Background: an optimization exercise with open tools, aiming at small area and a short achievable clock period. Do not read the settings as production practice. The RTL was checked by simulation tests, not by an equivalence proof against the original design. Power and IR drop assume default switching activity.

<file path="flow/run.sh">
#!/bin/bash
# synth_recipe.tcl (not shown) runs the flow's synth.tcl, then flattens the netlist and writes it again
# the make line also repeats each setting of config.mk as NAME=value (left out here)
make -C /OpenROAD-flow-scripts/flow DESIGN_CONFIG=/design/flow/config.mk WORK_HOME=/design/flow/orfs CLKGATE_MAP_FILE= SYNTH_SCRIPT=/design/flow/synth_recipe.tcl finish
</file>
<file path="flow/config.mk">
export PLATFORM = sky130hd
export DESIGN_NAME = prt_scaler_krnl_n
export DESIGN_NICKNAME = prt_scaler_krnl_n
export VERILOG_FILES = /design/flow/design.v
export SDC_FILE = /design/flow/constraint.sdc
export NUM_CORES = 4
export LEC_CHECK = 0
export CAP_MARGIN = 20
export CORE_MARGIN = 2
export CORE_UTILIZATION = 40
export SLEW_MARGIN = 20
</file>
<file path="flow/constraint.sdc">
create_clock -name core_clock -period 6.0 [get_ports {CLK_IN}]
set_input_delay 1.2000 -clock core_clock [delete_from_list [all_inputs] [get_ports {CLK_IN}]]
set_output_delay 1.2000 -clock core_clock [all_outputs]
set_load 0.01 [all_outputs]
</file>
<file path="flow/design.v">
module prt_scaler_krnl_n_mac #(
  parameter int P_BPC  = 8,
  parameter int P_TAPS = 4,
  parameter int P_CBW  = 8
) (
  input  logic                          CLK_IN,
  input  logic                          RST_IN,
  input  logic                          bypass,
  input  logic [P_TAPS-1:0][P_BPC-1:0]  tap_dat,
  input  logic [P_TAPS-1:0][P_CBW-1:0]  coef,
  output logic [P_BPC-1:0]              pix_dat
);
  localparam int LEVELS = $clog2(P_TAPS);
  localparam int NPAD   = 1 << LEVELS;
  localparam int SW     = P_BPC + P_CBW + LEVELS;
  localparam int NNODE  = 2 * NPAD - 1;
  logic [SW-1:0] heap [NNODE];
  logic [LEVELS:0]             byp_d;
  logic [LEVELS:0][P_BPC-1:0]  t0_d;
  logic [SW:0]                 rnd;
  logic                        sat;
  logic [P_BPC-1:0]            rounded;
  logic                        unused_rnd_lsb;
  always_ff @(posedge CLK_IN or posedge RST_IN) begin
    if (RST_IN) begin
      for (int n = 0; n < NNODE; n++) begin
        heap[n] <= '0;
      end
    end else begin
      for (int t = 0; t < P_TAPS; t++) begin
        heap[NPAD-1+t] <= SW'(tap_dat[t]) * SW'(coef[t]);
      end
      for (int t = P_TAPS; t < NPAD; t++) begin
        heap[NPAD-1+t] <= '0;
      end
      for (int n = 0; n < NPAD - 1; n++) begin
        heap[n] <= heap[2*n+1] + heap[2*n+2];
      end
    end
  end
  always_ff @(posedge CLK_IN or posedge RST_IN) begin
    if (RST_IN) begin
      byp_d <= '0;
      t0_d  <= '0;
    end else begin
      byp_d <= {byp_d[LEVELS-1:0], bypass};
      t0_d  <= {t0_d[LEVELS-1:0], tap_dat[0]};
    end
  end
  always_comb begin
    rnd     = {1'b0, heap[0]} + ((SW+1)'(1) << (P_CBW - 1));
    sat     = |rnd[SW:P_BPC+P_CBW];
    rounded = rnd[P_BPC+P_CBW-1:P_CBW];
  end
  assign unused_rnd_lsb = ^rnd[P_CBW-1:0];
  always_ff @(posedge CLK_IN or posedge RST_IN) begin
    if (RST_IN) begin
      pix_dat <= '0;
    end else if (byp_d[LEVELS]) begin
      pix_dat <= t0_d[LEVELS];
    end else if (sat) begin
      pix_dat <= '1;
    end else begin
      pix_dat <= rounded;
    end
  end
endmodule
module prt_scaler_krnl_n #(
  parameter int P_PPC   = 4,
  parameter int P_BPC   = 8,
  parameter int P_TAPS  = 4,
  parameter int P_LINES = 2,
  parameter int P_WIN   = 5,
  parameter int P_CBW   = 8,
  localparam int SELW   = $clog2(P_LINES * P_WIN),
  localparam int ADRW   = ($clog2(P_PPC) < 1) ? 1 : $clog2(P_PPC)
) (
  input  logic                              CLK_IN,
  input  logic                              RST_IN,
  input  logic                              AGNT_DE_IN,
  input  logic                              BYPASS_IN,
  input  logic [P_LINES*P_WIN*P_BPC-1:0]    SLW_DAT_IN,
  input  logic [P_PPC*P_TAPS*SELW-1:0]      MUX_SEL_IN,
  input  logic                              COEF_WR_IN,
  input  logic [ADRW-1:0]                   COEF_ADR_IN,
  input  logic [P_TAPS*P_CBW-1:0]           COEF_DAT_IN,
  input  logic                              COEF_UPD_IN,
  output logic                              COEF_PEND_OUT,
  output logic [P_PPC*P_BPC-1:0]            VID_DAT_OUT,
  output logic                              VID_DE_OUT
);
  localparam int NSMP = P_LINES * P_WIN;
  localparam int LAT  = 3 + $clog2(P_TAPS);
  logic [NSMP-1:0][P_BPC-1:0]               win;
  logic [P_PPC-1:0][P_TAPS-1:0][SELW-1:0]   sel;
  logic [P_PPC-1:0][P_TAPS-1:0][P_BPC-1:0]  mux_tap;
  logic [P_PPC-1:0][P_TAPS-1:0][P_BPC-1:0]  s0_tap;
  logic                                     s0_byp;
  logic [P_PPC-1:0][P_TAPS-1:0][P_CBW-1:0]  coef_shd;
  logic [P_PPC-1:0][P_TAPS-1:0][P_CBW-1:0]  coef_act;
  logic                                     coef_pend;
  logic                                     swap_go;
  logic [LAT-1:0]                           de_sr;
  logic [P_BPC-1:0]                         pix [P_PPC];
  assign win = SLW_DAT_IN;
  assign sel = MUX_SEL_IN;
  always_comb begin
    mux_tap = '0;
    for (int p = 0; p < P_PPC; p++) begin
      for (int t = 0; t < P_TAPS; t++) begin
        if (32'(sel[p][t]) < NSMP) begin
          mux_tap[p][t] = win[sel[p][t]];
        end
      end
    end
  end
  always_ff @(posedge CLK_IN or posedge RST_IN) begin
    if (RST_IN) begin
      s0_tap <= '0;
      s0_byp <= 1'b0;
    end else begin
      s0_tap <= mux_tap;
      s0_byp <= BYPASS_IN;
    end
  end
  assign swap_go = (coef_pend | COEF_UPD_IN) & ~AGNT_DE_IN;
  always_ff @(posedge CLK_IN or posedge RST_IN) begin
    if (RST_IN) begin
      coef_shd  <= '0;
      coef_act  <= '0;
      coef_pend <= 1'b0;
    end else begin
      if (swap_go) begin
        coef_act <= coef_shd;
      end
      if (COEF_WR_IN && (32'(COEF_ADR_IN) < P_PPC)) begin
        coef_shd[COEF_ADR_IN] <= COEF_DAT_IN;
      end
      coef_pend <= (coef_pend | COEF_UPD_IN) & AGNT_DE_IN;
    end
  end
  always_ff @(posedge CLK_IN or posedge RST_IN) begin
    if (RST_IN) begin
      de_sr <= '0;
    end else begin
      de_sr <= {de_sr[LAT-2:0], AGNT_DE_IN};
    end
  end
  assign VID_DE_OUT    = de_sr[LAT-1];
  assign COEF_PEND_OUT = coef_pend;
  for (genvar p = 0; p < P_PPC; p++) begin : g_pix
    prt_scaler_krnl_n_mac #(
      .P_BPC  (P_BPC),
      .P_TAPS (P_TAPS),
      .P_CBW  (P_CBW)
    ) u_mac (
      .CLK_IN  (CLK_IN),
      .RST_IN  (RST_IN),
      .bypass  (s0_byp),
      .tap_dat (s0_tap[p]),
      .coef    (coef_act[p]),
      .pix_dat (pix[p])
    );
  end
  always_comb begin
    VID_DAT_OUT = '0;
    for (int p = 0; p < P_PPC; p++) begin
      VID_DAT_OUT[p*P_BPC +: P_BPC] = pix[p];
    end
  end
endmodule
</file>
==> metrics.cfg <==
[critical_path]
cp.required_ps=6670
crit_arrival_ps=5360
crit_type=flop to flop
critPathMaxFanout=8
critPathLaunchType=flop
cp-end-kind=flop

[detailed_routing]
drc=0
firstDrtPassIters=8
wl_per_cell_um=23.3
via_count=56600
drt-initial-drc-count=5274
final_antenna_net_count=0
wl_mm=238
viasPerCell=5.55

[global_routing]
grt-ovfl-total=0
grt.total_usage_pct=24.1
grt_pass1_vias=59000
grt_max_degree=150
grt_pass1_wl_mm=364
antenna_found_initial=82

[clock_tree]
clkSinkCount=958
htree_levels=3
post_cts_resized=0
cts_root_buf=clkbuf_16
ctsHoldBuffers=0
post_cts_buffers=0
clk_path_buf_depth=3
cts_tree=yes
cts.clk_slew.worst_paths_ps=70
insertion_delay_ps=800
cts-buffers-inserted=108

[timing]
whs_ps=340
tightest_slew_ps=1270
rsz0062_at_grt=false
fin_skew_ps=44.2
slew_violations=0
post-route-min-period_ps=4680
slew_headroom_pct=15.2
max_clock_freq_mhz=213
setup_viol=0
period_share_pct=78.1
final-hold-violation-count=0

[power_and_ir_drop]
total_power_mw=34.2
power_density_mw_per_mm2=389
peakVddDrop_mv=0.262
power_leakage_nw=42.3

[yosys]
synth_edf_count=0
async_flop_share_pct=100
netlist_area_mm2=0.0788
yosysTopAreaCell=dfrtp_1
ys_top_cells_by_area=dfrtp_1 (30%), fa_1 (15%), ha_1 (12%)
synthFlopType=dfrtp_1
yosysWarningCount=4
synth_cells=7281
yosys.area.top_type_share_pct=30.4
ys_types=72
synth_fp_nets=8825
syn_avg_cell_area_um2=10.8
ys_seq_elements=958
yosysSeqAreaShare_pct=30.4

[cells_and_area]
register_area_mm2=0.0240
syn_to_final_growth_pct=11.5
fin_cells=10200
fin_nets=8994
drive_gt1_share_pct=11.2
fillers=18300
fin_util_pct=44.9
multi_input_area_mm2=0.0505

[placement]
place_inst=9963
gp_congestion=0.944
io_buffer_count=217
hpwl_mm=174

[die]
die_y_um=448
fp-row-count=162
num_io_pins=218
die_w_um=448
start_util_pct=40.3
core_area_mm2=0.195
die_area_mm2=0.200

[run]
drv_cap=0

[run_status]
status=timing/DRC/antenna clean

[hold_path]
hp-class=flop to flop

==> metal layers <==
| metal | part of all wire, % | up-vias | global-route usage, % |
|---|---|---|---|
| met4 | 6.3 | 38 | 13.7 |
| met3 | 8.4 | 774 | 6.90 |
| li1 | - | 25200 | - |
| met1 | 39 | 28500 | 29.5 |
| met2 | 46 | 2137 | 38.2 |
| met5 | 0.10 | - | 0.0488 |
==> synthesized netlist by cell type (all sizes together) (39+ instances only) <==
cell    count
a21o       64
a21oi     386
a221oi    123
a22o      128
and2      847
and3       39
buf        46
clkbuf    197
dfrtp     958
fa        584
ha        776
inv       873
mux2      259
mux4      252
nand2     425
nand3      57
nor2      232
nor2b      86
nor3       56
o21a       85
o21ai     137
xnor2     256
xor2       58
==> final timing paths <==
path / startpoint / slack [ps] / depth (start not counted) / endpoint
max: s0_tap[11] / 1320 / 15 / g_pix[0].u_mac.heap[4][15]
max reg2reg: s0_tap[11] / 1320 / 15 / g_pix[0].u_mac.heap[4][15]
min in group asynchronous: RST_IN / 990 / 2 / coef_act[116]
min: g_pix[3].u_mac.t0_d[12] / 340 / 0 / g_pix[3].u_mac.t0_d[20]
max in group asynchronous: RST_IN / 3640 / 3 / g_pix[2].u_mac.heap[2][10]
min reg2reg: g_pix[3].u_mac.t0_d[12] / 340 / 0 / g_pix[3].u_mac.t0_d[20]
==> layout by cell type, fill, tap and decap left out, types with 64 or more instances in the layout <==
cell type / instances
buf_4: 76
inv_1: 872
nand2_1: 423
clkbuf_16: 110
a21o_1: 64
a221oi_1: 122
a22o_1: 128
fa_1: 584
dfrtp_1: 957
mux4_2: 252
clkdlybuf4s50_1: 203
ha_1: 776
nor2b_1: 86
a21oi_1: 383
o21ai_0: 131
o21a_1: 85
nor2_1: 231
xnor2_1: 256
mux2_2: 259
and2_1: 847
==> cell type report <==
cell class,instances,share of cell area (%)
clock inverter,58,0.804
antenna,44,0.125
timing repair buffer,302,3.24
inverter,886,3.79
tap,2624,3.74
clock buffer,141,3.45
multi-input combinational,5194,57.5
sequential,958,27.3
==> flip-flops by register name (all words and copies together), names as in the netlist <==
name	flops
coef_act	128
coef_pend	1
coef_shd	128
de_sr	5
g_pix.u_mac.byp_d	3
g_pix.u_mac.heap	436
g_pix.u_mac.pix_dat	32
g_pix.u_mac.t0_d	96
s0_byp	1
s0_tap	128
==> stage by stage <==
step | cell area, um^2 | setup WS, ps | setup TNS, ps
finish | 87800 | 1320 | 0
global route | 87800 | 1110 | 0
floorplan | 78800 | -8390 | -8038350
CTS | 87700 | 1380 | 0
detailed placement | 84000 | 1380 | 0
global placement | 84000 | 1420 | 0
==> where the power goes <==
group          internal [mW]  total, mW  switching (mW)  leakage (nW)
Combinational           7.78       17.3            9.55          28.4
Sequential              8.38       9.89            1.51          12.0
Clock                   4.09       6.97            2.87          1.83
==> critical path: stages, from the launching register on <==
cell	delay, ps
dfrtp_1	460
and2_1	210
fa_1	450
fa_1	490
inv_1	60
fa_1	480
fa_1	500
inv_1	50
ha_1	330
o21a_1	220
o31a_1	140
o211ai_1	280
a21oi_1	140
a2111oi_2	450
a21oi_1	150
xnor2_1	150
==> cell families after synthesis <==
logic type / synth area share (%)
buffers and inverters: 5.43
muxes: 11.0
xor gates and xnor gates: 3.49
adders and majority gates: 27.2
DFF: 30.4
AOI/OAI and AO/OA: 9.88
and+or+nand+nor: 12.6

## port drivers added, routing unchanged
The flow's constraints put no driver on any port. The routed layout listed below was extracted and timed again, unchanged, in two steps. Step 1 sets driving cells, clkbuf_16 on the clock port and buf_2 on the other inputs (assumed; they add their load-dependent delay and slew). Step 2 also shifts input and output timing later by t, the mid clock arrival at the registers, as if the neighbouring blocks saw the same clock. Slacks: no drivers / after step 1 / after step 2; pairs: no drivers / after step 1.
t, ns: 0.854
setup WS [ns]: 1.316 / 1.316 / 1.316
worst hold slack (ns): 0.340 / 0.340 / 0.340
worst data-port slew with drivers (ns): 0.30
pins driven straight from the clock port: 1
After both steps setup and hold are still met in this run. For this run, drivers alone change the setup slack by 0.000 ns; drivers and shift together by 0.000 ns.
